This design comes from an exercise in tuning for small area on the open sky130 flow, not from production work. At most, simulation tests tie the RTL to the original design; equivalence was not proved.

## run 1
==> flow/design.v (excerpt) <==
module window_mult_pipe #(
  parameter int K   = 3,
  parameter int NI  = 8,
  parameter int NF  = 8,
  parameter int LAT = 2,
  parameter int CW  = 5
) (
  input  logic                            clk,
  input  logic                            rst_n,
  input  logic                            in_valid,
  output logic                            in_ready,
  input  logic                            sgn_i,
  input  logic [K*K*NI-1:0]               i_flat,
  input  logic [K*K*NF-1:0]               f_flat,
  input  logic [CW-1:0]                   row_in,
  input  logic [CW-1:0]                   col_in,
  input  logic                            done_in,
  output logic                            out_valid,
  input  logic                            out_ready,
  output logic [K*K*(NI+NF)-1:0]          d_flat,
  output logic [CW-1:0]                   row_out,
  output logic [CW-1:0]                   col_out,
  output logic                            done_out,
  output logic [NI+NF+$clog2(K*K)-1:0]    sum_o
);
Size in the first run: about 2300 cells after synthesis, ~340 I/O pins, ~33000 um^2 of cells after synthesis.
Settings: LEC_CHECK=0, CAP_MARGIN=20, CORE_MARGIN=2, CORE_UTILIZATION=76, PLACE_DENSITY=0.86, SLEW_MARGIN=20, SYNTH_HIERARCHICAL=1; clock period 6.5 ns.
standard.sh (not shown) runs the stock make flow with config.mk's settings and CLKGATE_MAP_FILE= SYNTH_SCRIPT=/design/flow/synth_recipe.tcl, a recipe that flattens the netlist after the stock synthesis.
==> flow/flow/run.sh <==
#!/bin/bash
# The standard layout, with the port buffers made of the smallest buffer and a clock tree
# without dummy loads. Each tool's output goes to orfs/logs; make's own output to flow_make.log.
set -euo pipefail
bash standard.sh \
  "BUFFER_PORTS_ARGS=-buffer_cell sky130_fd_sc_hd__buf_1" \
  "CTS_ARGS=-sink_clustering_enable -repair_clock_nets -dont_use_dummy_load -sink_clustering_size 18 -sink_clustering_max_diameter 60 -buf_list {sky130_fd_sc_hd__clkbuf_8}" \
  finish > flow_make.log 2>&1
For run 2, these inputs were changed with respect to run 1:
--- a/flow/design.v
+++ b/flow/design.v
@@ -269,40 +269,36 @@
   wire s235, c236;
   wm_fa u_fa237 (.a(s115), .b(s112), .c(c233), .s(s235), .co(c236));
   wire s238, c239;
   wm_fa u_fa240 (.a(s130), .b(s133), .c(c236), .s(s238), .co(c239));
   wire s241, c242;
   wm_fa u_fa243 (.a(c134), .b(s154), .c(c239), .s(s241), .co(c242));
   wire s244, c245;
   wm_fa u_fa246 (.a(c155), .b(s172), .c(c242), .s(s244), .co(c245));
   wire s247, c248;
-  wm_ha u_ha249 (.a(c173), .b(s187), .s(s247), .co(c248));
+  wm_fa u_fa249 (.a(c173), .b(s187), .c(c245), .s(s247), .co(c248));
   wire s250, c251;
   wm_fa u_fa252 (.a(c188), .b(s199), .c(c248), .s(s250), .co(c251));
   wire s253, c254;
-  wm_fa u_fa255 (.a(c200), .b(s208), .c(c251), .s(s253), .co(c254));
+  wm_ha u_ha255 (.a(c200), .b(s208), .s(s253), .co(c254));
   wire s256, c257;
   wm_fa u_fa258 (.a(s214), .b(c209), .c(c254), .s(s256), .co(c257));
   wire s259, c260;
   wm_fa u_fa261 (.a(s217), .b(c215), .c(c257), .s(s259), .co(c260));
   wire x262 = pp72 ^ c218 ^ c260;
-  wire y263 = s247 ^ c245;
-  wire k264 = c245 & s247;
-  wire y265 = s250 ^ k264;
-  wire k266 = k264 & s250;
-  wire y267 = s253 ^ k266;
-  wire k268 = k266 & s253;
-  wire y269 = s256 ^ k268;
-  wire k270 = k268 & s256;
-  wire y271 = s259 ^ k270;
-  wire k272 = k270 & s259;
-  wire y273 = x262 ^ k272;
-  assign y = {y273, y271, y269, y267, y265, y263, s244, s241, s238, s235, s232, s229, s226, s223, s220, pp1};
+  wire y263 = s253 ^ c251;
+  wire k264 = c251 & s253;
+  wire y265 = s256 ^ k264;
+  wire k266 = k264 & s256;
+  wire y267 = s259 ^ k266;
+  wire k268 = k266 & s259;
+  wire y269 = x262 ^ k268;
+  assign y = {y269, y267, y265, y263, s250, s247, s244, s241, s238, s235, s232, s229, s226, s223, s220, pp1};
 endmodule
 module wm_sum (
   input  logic [143:0] d,
   output logic [19:0]  y
 );
   wire t1 = ~d[15];
   wire t2 = ~d[31];
   wire t3 = ~d[47];
   wire t4 = ~d[63];
### Flow results
- Changes observed in run 2 relative to run 1: number of cells produced by synthesis now sits lower, final critical-path required period now sits higher.
- The first-pass GRT wire length of run 2 is higher than that of run 1.
- Status: worst hold slack across all endpoints parity (run 1, run 2)
- Relative to run 1, the count of clock-net buffers in the final layout measured on run 2 has increased by a few percent.
- Relative to run 1, the met2 layer usage reported by global route of run 2 is lower by 0.46 points.
Only the layout flow was run in run 2; the RTL was not checked for function there.

========
== rev 12 ==
window_mult_pipe, a different RTL version from the one above (not shown whole).
Size in the first run: roughly 2200 cells after synthesis, about 340 I/O pins, about 32000 um^2 of cells after synthesis.
==> flow/config.mk <==
export PLATFORM = sky130hd
export DESIGN_NAME = window_mult_pipe
export DESIGN_NICKNAME = window_mult_pipe
export VERILOG_FILES = /design/flow/design.v
export SDC_FILE = /design/flow/constraint.sdc
export NUM_CORES = 4
export LEC_CHECK = 0
export CAP_MARGIN = 20
export CORE_MARGIN = 2
export CORE_UTILIZATION = 76
export PLACE_DENSITY = 0.86
export SLEW_MARGIN = 20
export SYNTH_HIERARCHICAL = 1
==> flow/constraint.sdc <==
create_clock -name core_clock -period 6.5 [get_ports {clk}]
set_input_delay 1.3000 -clock core_clock [delete_from_list [all_inputs] [get_ports {clk}]]
set_output_delay 1.3000 -clock core_clock [all_outputs]
set_load 0.01 [all_outputs]
Scripts as last shown in full above: flow/flow/run.sh
Relative to rev 12, the following input files were edited for rev 13:
-- flow/design.v --
<<< rev 12, line 45
  for (genvar e = 0; e < N; e++) begin : g_lane
    wm_mul u_mul (.p(r1_i[e*NI +: NI]), .pn(~r1_i[e*NI +: NI]), .s(r1_s), .f(r1_f[e*NF +: NF]),
                  .fn(~r1_f[e*NF +: NF]), .u(~(r1_f[e*NF +: NF] ^ {NF{r1_s}})),
                  .y(w_prod[e*W +: W]));
  end
>>> rev 13, line 45
  for (genvar e = 0; e < N; e++) begin : g_lane
    wm_mul u_mul (.p(r1_i[e*NI +: NI]), .pn(~r1_i[e*NI +: NI]), .s(r1_s), .f(r1_f[e*NF +: NF]),
                  .fn(~r1_f[e*NF +: NF-1]), .u(~(r1_f[e*NF +: NF] ^ {NF{r1_s}})),
                  .y(w_prod[e*W +: W]));
  end
<<< rev 12, line 93
  input  logic        s,
  input  logic [7:0]  f,
  input  logic [7:0]  fn,
  input  logic [7:0]  u,
  output logic [15:0] y
>>> rev 13, line 93
  input  logic        s,
  input  logic [7:0]  f,
  input  logic [6:0]  fn,
  input  logic [7:0]  u,
  output logic [15:0] y
<<< rev 12, line 269
  wm_fa u_fa222 (.a(c147), .b(s161), .c(c218), .s(s220), .co(c221));
  wire s223, c224;
  wm_ha u_ha225 (.a(c162), .b(s173), .s(s223), .co(c224));
  wire s226, c227;
  wm_fa u_fa228 (.a(c174), .b(s182), .c(c224), .s(s226), .co(c227));
  wire s229, c230;
  wm_fa u_fa231 (.a(s188), .b(c183), .c(c227), .s(s229), .co(c230));
  wire s232, c233;
  wm_fa u_fa234 (.a(s191), .b(c189), .c(c230), .s(s232), .co(c233));
>>> rev 13, line 269
  wm_fa u_fa222 (.a(c147), .b(s161), .c(c218), .s(s220), .co(c221));
  wire s223, c224;
  wm_fa u_fa225 (.a(c162), .b(s173), .c(c221), .s(s223), .co(c224));
  wire s226, c227;
  wm_fa u_fa228 (.a(c174), .b(s182), .c(c224), .s(s226), .co(c227));
  wire s229, c230;
  wm_ha u_ha231 (.a(s188), .b(c183), .s(s229), .co(c230));
  wire s232, c233;
  wm_fa u_fa234 (.a(s191), .b(c189), .c(c230), .s(s232), .co(c233));
<<< rev 12, line 279
  wm_fa u_fa237 (.a(n194), .b(c192), .c(c233), .s(s235), .co(c236));
  wire x238 = pp64 ^ x195 ^ c236;
  wire y239 = s223 ^ c221;
  wire k240 = c221 & s223;
  wire y241 = s226 ^ k240;
  wire k242 = k240 & s226;
  wire y243 = s229 ^ k242;
  wire k244 = k242 & s229;
  wire y245 = s232 ^ k244;
  wire k246 = k244 & s232;
  wire y247 = s235 ^ k246;
  wire k248 = k246 & s235;
  wire y249 = x238 ^ k248;
  assign y = {y249, y247, y245, y243, y241, y239, s220, s217, s214, s211, s208, s205, s202, s199, s196, pp1};
endmodule
module wm_sum (
>>> rev 13, line 279
  wm_fa u_fa237 (.a(n194), .b(c192), .c(c233), .s(s235), .co(c236));
  wire x238 = pp64 ^ x195 ^ c236;
  wire y239 = s229 ^ c227;
  wire k240 = c227 & s229;
  wire y241 = s232 ^ k240;
  wire k242 = k240 & s232;
  wire y243 = s235 ^ k242;
  wire k244 = k242 & s235;
  wire y245 = x238 ^ k244;
  assign y = {y245, y243, y241, y239, s226, s223, s220, s217, s214, s211, s208, s205, s202, s199, s196, pp1};
endmodule
module wm_sum (
--- outcome ---
- From rev 12 to rev 13 the numbers moved as follows: hold slack lost 0.011 ns; first-pass GRT wire length now sits lower.
- On final weighted congestion in routability-driven placement, rev 12 tracks rev 13 almost exactly.
- Rev 12 reports its critical path's slowest cell as sky130_fd_sc_hd__fa_2 while rev 13 reports sky130_fd_sc_hd__fa_1.
- Looking at total instance count after detailed placement across rev 12 and rev 13, the one that comes out lower is rev 13.
- Rev 13 — overall via count from detail_route 1.9% lower, rev 12 as reference
Function not checked in rev 13: the RTL went through the layout flow alone.

========
## v6
Another version of the RTL of window_mult_pipe (not shown whole).
Size in the first run: about 2200 cells after synthesis, ~0.032 sq mm of cells after synthesis.
Design window_mult_pipe, start of the top module:
module window_mult_pipe #(
  parameter int K   = 3,
  parameter int NI  = 8,
  parameter int NF  = 8,
  parameter int LAT = 2,
  parameter int CW  = 5
) (
  input  logic                            clk,
  input  logic                            rst_n,
  input  logic                            in_valid,
  output logic                            in_ready,
  input  logic                            sgn_i,
  input  logic [K*K*NI-1:0]               i_flat,
  input  logic [K*K*NF-1:0]               f_flat,
  input  logic [CW-1:0]                   row_in,
  input  logic [CW-1:0]                   col_in,
  input  logic                            done_in,
  output logic                            out_valid,
  input  logic                            out_ready,
  output logic [K*K*(NI+NF)-1:0]          d_flat,
  output logic [CW-1:0]                   row_out,
  output logic [CW-1:0]                   col_out,
  output logic                            done_out,
  output logic [NI+NF+$clog2(K*K)-1:0]    sum_o
);
clock: 6.5 ns
lec_check: 0
cap_margin: 20
core_margin: 2
core_utilization: 76
place_density: 0.86
slew_margin: 20
synth_hierarchical: 1
Scripts as last shown in full above: flow/flow/run.sh
#### Input delta (v7 over v6)
--- a/flow/design.v
+++ b/flow/design.v
@@ -261,42 +261,40 @@
   wm_fa u_fa210 (.a(s89), .b(s92), .c(c206), .s(s208), .co(c209));
   wire s211, c212;
   wm_fa u_fa213 (.a(s107), .b(s104), .c(c209), .s(s211), .co(c212));
   wire s214, c215;
   wm_fa u_fa216 (.a(s125), .b(s128), .c(c212), .s(s214), .co(c215));
   wire s217, c218;
   wm_fa u_fa219 (.a(c129), .b(s146), .c(c215), .s(s217), .co(c218));
   wire s220, c221;
   wm_fa u_fa222 (.a(c147), .b(s161), .c(c218), .s(s220), .co(c221));
   wire s223, c224;
   wm_fa u_fa225 (.a(c162), .b(s173), .c(c221), .s(s223), .co(c224));
   wire s226, c227;
-  wm_ha u_ha228 (.a(c174), .b(s182), .s(s226), .co(c227));
+  wm_fa u_fa228 (.a(c174), .b(s182), .c(c224), .s(s226), .co(c227));
   wire s229, c230;
-  wm_fa u_fa231 (.a(s188), .b(c183), .c(c227), .s(s229), .co(c230));
+  wm_ha u_ha231 (.a(s188), .b(c183), .s(s229), .co(c230));
   wire s232, c233;
   wm_fa u_fa234 (.a(s191), .b(c189), .c(c230), .s(s232), .co(c233));
   wire s235, c236;
   wm_fa u_fa237 (.a(n194), .b(c192), .c(c233), .s(s235), .co(c236));
   wire x238 = pp64 ^ x195 ^ c236;
-  wire y239 = s226 ^ c224;
-  wire k240 = c224 & s226;
-  wire y241 = s229 ^ k240;
-  wire k242 = k240 & s229;
-  wire y243 = s232 ^ k242;
-  wire k244 = k242 & s232;
-  wire y245 = s235 ^ k244;
-  wire k246 = k244 & s235;
-  wire y247 = x238 ^ k246;
-  assign y = {y247, y245, y243, y241, y239, s223, s220, s217, s214, s211, s208, s205, s202, s199, s196, pp1};
+  wire y239 = s229 ^ c227;
+  wire k240 = c227 & s229;
+  wire y241 = s232 ^ k240;
+  wire k242 = k240 & s232;
+  wire y243 = s235 ^ k242;
+  wire k244 = k242 & s235;
+  wire y245 = x238 ^ k244;
+  assign y = {y245, y243, y241, y239, s226, s223, s220, s217, s214, s211, s208, s205, s202, s199, s196, pp1};
 endmodule
 module wm_sum (
   input  logic [143:0] d,
   output logic [19:0]  y
 );
   wire t1 = ~d[15];
   wire t2 = ~d[31];
   wire t3 = ~d[47];
   wire t4 = ~d[63];
   wire t5 = ~d[79];
   wire t6 = ~d[95];
   wire t7 = ~d[111];
## What came out
v7: no failed stages, no open violations at the end. v6 → v7: synthesized cell count shows a reduction of 9, total number of vias went down by 1.2%. Compared v7 vs v6, and final cycle utilization of the critical path is up in v7. [compare] base=v6 new=v7: clock-buffer cell count down 2.5%; area after synthesis down 0.35%; delay contributed by the slowest stage of the critical path up 0.07 ns. Compared with v6, v7 improves die area. Between v6 and v7, clock latency of the later-clocked register in the worst-skew pair is higher for v6, v7 comes in under that.
For v6, only the layout was checked, not whether the RTL still works.

## static timing again, ports no longer ideal
How much do the figures lean on ideal ports? The routed layouts below were timed once more, with nothing changed but the port constraints. Step 1 (the two cells are an assumption about what drives the block):
set clk [get_ports {clk}]
set_driving_cell -lib_cell sky130_fd_sc_hd__clkbuf_16 $clk
set_driving_cell -lib_cell sky130_fd_sc_hd__buf_2 [delete_from_list [all_inputs] $clk]
Step 2 times the ports against the registers' clock, not the clock port: input delays grow and output delays shrink by t, the midpoint of the rising clock arrivals with the driver on. Three values: ideal ports, drivers, drivers and shift; two values: the first two.
run	t (ns)	setup slack, ns	hold slack, ns	slew at the worst register clock pin (ns)	worst data-port slew with drivers (ns)
run 1	0.667	0.143 / 0.088 / 0.600	0.368 / 0.368 / 0.368	0.11 / 0.11	0.07
run 2	0.694	0.008 / -0.047 / 0.269	0.367 / 0.367 / 0.367	0.11 / 0.11	0.07
rev 12	0.679	0.158 / 0.103 / 0.644	0.386 / 0.386 / 0.386	0.11 / 0.11	0.06
rev 13	0.665	0.092 / 0.039 / 0.379	0.375 / 0.375 / 0.375	0.11 / 0.11	0.06
v6	0.686	0.162 / 0.101 / 0.641	0.363 / 0.363 / 0.363	0.12 / 0.12	0.06
v7	0.666	0.082 / 0.032 / 0.464	0.383 / 0.383 / 0.383	0.11 / 0.11	0.07
After both steps setup and hold are still met in every run listed.
